What follows belongs to an exercise in optimizing a design on an open flow for small area, a short achievable clock period and few clock cycles per item; a production flow would make more cautious choices. Where RTL was checked, it was by simulation tests only, not by an equivalence proof against the original.

// idct_1d_serial
module idct_1d_serial #(
    parameter int OFFSET = 0
) (
    input  logic        clk,
    input  logic        rst,
    input  logic [95:0] coef_in,
    input  logic        in_valid,
    output logic        in_ready,
    output logic [63:0] pix_out,
    output logic        out_valid,
    input  logic        out_ready
);
    function automatic logic [7:0] offset_pixel(input logic signed [13:0] y);
        logic signed [15:0] t;
        t = 16'(y) + 16'(OFFSET);
        if (t < 0) offset_pixel = 8'd0;
        else if (t > 255) offset_pixel = 8'd255;
        else offset_pixel = t[7:0];
    endfunction
    logic [1:0] v_q;
    logic ov_q;
    logic en;
    assign en        = !ov_q || out_ready;
    assign in_ready  = en;
    assign out_valid = ov_q;
    always_ff @(posedge clk or posedge rst) begin
        if (rst) begin
            v_q  <= '0;
            ov_q <= 1'b0;
        end else if (en) begin
            v_q  <= {v_q, in_valid};
            ov_q <= v_q[1];
        end
    end
    logic [12:0] s04_1;
    logic hs2;
    logic hc3;
    logic hs4;
    logic hc5;
    logic hs6;
    logic hc7;
    logic hs8;
    logic hc9;
    logic hs10;
    logic hc11;
    logic hs12;
    logic hc13;
    logic hs14;
    logic hc15;
    logic hs16;
    logic hc17;
    logic hs18;
  ...
For scale: about 3500 cells after synthesis, about 170 I/O pins, ~0.039 sq mm of cells after synthesis.
export LEC_CHECK = 0
export ABC_CLOCK_PERIOD_IN_PS = 3000
export CAP_MARGIN = 20
export CORE_MARGIN = 2
export CORE_UTILIZATION = 40
export SLEW_MARGIN = 20
create_clock -name core_clock -period 11.0 [get_ports {clk}]
standard.sh (not shown) runs the stock make flow with config.mk's settings and CLKGATE_MAP_FILE= SYNTH_SCRIPT=/design/flow/synth_recipe.tcl, a recipe that flattens the netlist after the stock synthesis.
==> flow/flow/run.sh <==
#!/bin/bash
# Standard ORFS layout with one extra step between synthesis and floorplan:
# fixinv.py cancels the inverters that Yosys's adder extraction leaves between full-adder
# cells (a full adder is self-dual, so flipping its polarity is a pure rewiring).
# Every tool's output goes to a log file of its own in the work folder.
set -euo pipefail
WORK=$(pwd)
RES=$WORK/orfs/results/${FLOW_PLATFORM}/idct_1d_serial/base
EXTRA=()
if [[ -f flow/margin.txt ]]; then
  EXTRA+=("SETUP_SLACK_MARGIN=$(cat flow/margin.txt)")
fi
bash standard.sh ${EXTRA[@]+"${EXTRA[@]}"} "$RES/1_2_yosys.v" > "$WORK/synth.log" 2>&1
cp "$RES/1_2_yosys.v" "$WORK/1_2_yosys.orig.v"
python3 flow/fixinv.py "$WORK/1_2_yosys.orig.v" "$RES/1_2_yosys.v" > "$WORK/fixinv.log" 2>&1
bash standard.sh ${EXTRA[@]+"${EXTRA[@]}"} finish > "$WORK/layout.log" 2>&1
Other scripts of this flow, unchanged in this note and not shown: flow/flow/fixinv.py, flow/flow/margin.txt
The first run finished clean.
Testbench counts at the start, summed over its fixed seeds: cycles 1,624, items 1,600.
Then changed:
--- a/flow/design.v
+++ b/flow/design.v
@@ -14,26 +14,23 @@
         logic signed [15:0] t;
         t = 16'(y) + 16'(OFFSET);
         if (t < 0) offset_pixel = 8'd0;
         else if (t > 255) offset_pixel = 8'd255;
         else offset_pixel = t[7:0];
     endfunction
     logic [1:0] v_q;
-    logic ov_q;
     logic en;
-    assign en        = !ov_q || out_ready;
+    assign en        = !v_q[1] || out_ready;
     assign in_ready  = en;
-    assign out_valid = ov_q;
+    assign out_valid = v_q[1];
     always_ff @(posedge clk or posedge rst) begin
         if (rst) begin
-            v_q  <= '0;
-            ov_q <= 1'b0;
+            v_q <= '0;
         end else if (en) begin
-            v_q  <= {v_q, in_valid};
-            ov_q <= v_q[1];
+            v_q <= {v_q, in_valid};
         end
     end
     logic [12:0] s04_1;
     logic hs2;
     logic hc3;
     logic hs4;
     logic hc5;
@@ -2574,11 +2571,9 @@
     assign pix2_1249 = (OFFSET == 0) ? (ah1243[14] ? 8'd0 : ((ah1243[9] | ah1243[10] | ah1243[11] | ah1243[12] | ah1243[13]) ? 8'd255 : {ah1243[8], ah1243[7], ah1243[6], ah1243[5], ah1243[4], ah1243[3], ah1243[2], ah1243[1]})) : offset_pixel({ah1243[14], ah1243[13], ah1243[12], ah1243[11], ah1243[10], ah1243[9], ah1243[8], ah1243[7], ah1243[6], ah1243[5], ah1243[4], ah1243[3], ah1243[2], ah1243[1]});
     assign pix3_1250 = (OFFSET == 0) ? (ah1245[14] ? 8'd0 : ((ah1245[9] | ah1245[10] | ah1245[11] | ah1245[12] | ah1245[13]) ? 8'd255 : {ah1245[8], ah1245[7], ah1245[6], ah1245[5], ah1245[4], ah1245[3], ah1245[2], ah1245[1]})) : offset_pixel({ah1245[14], ah1245[13], ah1245[12], ah1245[11], ah1245[10], ah1245[9], ah1245[8], ah1245[7], ah1245[6], ah1245[5], ah1245[4], ah1245[3], ah1245[2], ah1245[1]});
     assign pix4_1251 = (OFFSET == 0) ? (ah1246[14] ? 8'd0 : ((ah1246[9] | ah1246[10] | ah1246[11] | ah1246[12] | ah1246[13]) ? 8'd255 : {ah1246[8], ah1246[7], ah1246[6], ah1246[5], ah1246[4], ah1246[3], ah1246[2], ah1246[1]})) : offset_pixel({ah1246[14], ah1246[13], ah1246[12], ah1246[11], ah1246[10], ah1246[9], ah1246[8], ah1246[7], ah1246[6], ah1246[5], ah1246[4], ah1246[3], ah1246[2], ah1246[1]});
     assign pix5_1252 = (OFFSET == 0) ? (ah1244[14] ? 8'd0 : ((ah1244[9] | ah1244[10] | ah1244[11] | ah1244[12] | ah1244[13]) ? 8'd255 : {ah1244[8], ah1244[7], ah1244[6], ah1244[5], ah1244[4], ah1244[3], ah1244[2], ah1244[1]})) : offset_pixel({ah1244[14], ah1244[13], ah1244[12], ah1244[11], ah1244[10], ah1244[9], ah1244[8], ah1244[7], ah1244[6], ah1244[5], ah1244[4], ah1244[3], ah1244[2], ah1244[1]});
     assign pix6_1253 = (OFFSET == 0) ? (ah1242[14] ? 8'd0 : ((ah1242[9] | ah1242[10] | ah1242[11] | ah1242[12] | ah1242[13]) ? 8'd255 : {ah1242[8], ah1242[7], ah1242[6], ah1242[5], ah1242[4], ah1242[3], ah1242[2], ah1242[1]})) : offset_pixel({ah1242[14], ah1242[13], ah1242[12], ah1242[11], ah1242[10], ah1242[9], ah1242[8], ah1242[7], ah1242[6], ah1242[5], ah1242[4], ah1242[3], ah1242[2], ah1242[1]});
     assign pix7_1254 = (OFFSET == 0) ? (ah1240[14] ? 8'd0 : ((ah1240[9] | ah1240[10] | ah1240[11] | ah1240[12] | ah1240[13]) ? 8'd255 : {ah1240[8], ah1240[7], ah1240[6], ah1240[5], ah1240[4], ah1240[3], ah1240[2], ah1240[1]})) : offset_pixel({ah1240[14], ah1240[13], ah1240[12], ah1240[11], ah1240[10], ah1240[9], ah1240[8], ah1240[7], ah1240[6], ah1240[5], ah1240[4], ah1240[3], ah1240[2], ah1240[1]});
     assign pix = {pix0_1247, pix1_1248, pix2_1249, pix3_1250, pix4_1251, pix5_1252, pix6_1253, pix7_1254};
-    logic [63:0] pix_q;
-    always_ff @(posedge clk) if (en) pix_q <= pix;
-    assign pix_out = pix_q;
+    assign pix_out = pix;
 endmodule
Sequential share of layout area is lower by 4.4 points.
Register-to-register slack gets better by 0.04 ns.
Synthesized area is lower by a few percent.
Utilization is higher by 1.8 points.
Fmax is lower by about a fifth.
Global-route usage is higher by 1.5 points.
Cell count is higher by a few percent.
Worst setup slack gets worse by 0.82 ns.
Wire length is higher by a few percent.
Clock skew is lower by 0.029 ns.
The RTL of the second run of this note was laid out without a check of its function.

re-timing with driven ports:
How much do the figures lean on ideal ports? The routed layouts below were timed once more, with nothing changed but the port constraints.
Step 1 sets driving cells, clkbuf_16 on the clock port and buf_2 on the other inputs (assumed; they add their load-dependent delay and slew).
Step 2 times the ports against the registers' clock, not the clock port: input delays grow and output delays shrink by t, the midpoint of the rising clock arrivals with the driver on.
a / b / c = ideal / step 1 / step 2; a / b = the first two.
run | t (ns) | slack for setup (ns) | worst register clock-pin slew, ns
the first run | 0.647 | 6.089 / 6.044 / 5.711 | 0.07 / 0.07
the second run | 0.619 | 5.269 / 5.205 / 5.784 | 0.07 / 0.07
After both steps setup and hold are still met in every run listed. The setup slack of the first run, which loses most, moves by -0.045 ns with the drivers and by -0.378 ns with both steps.
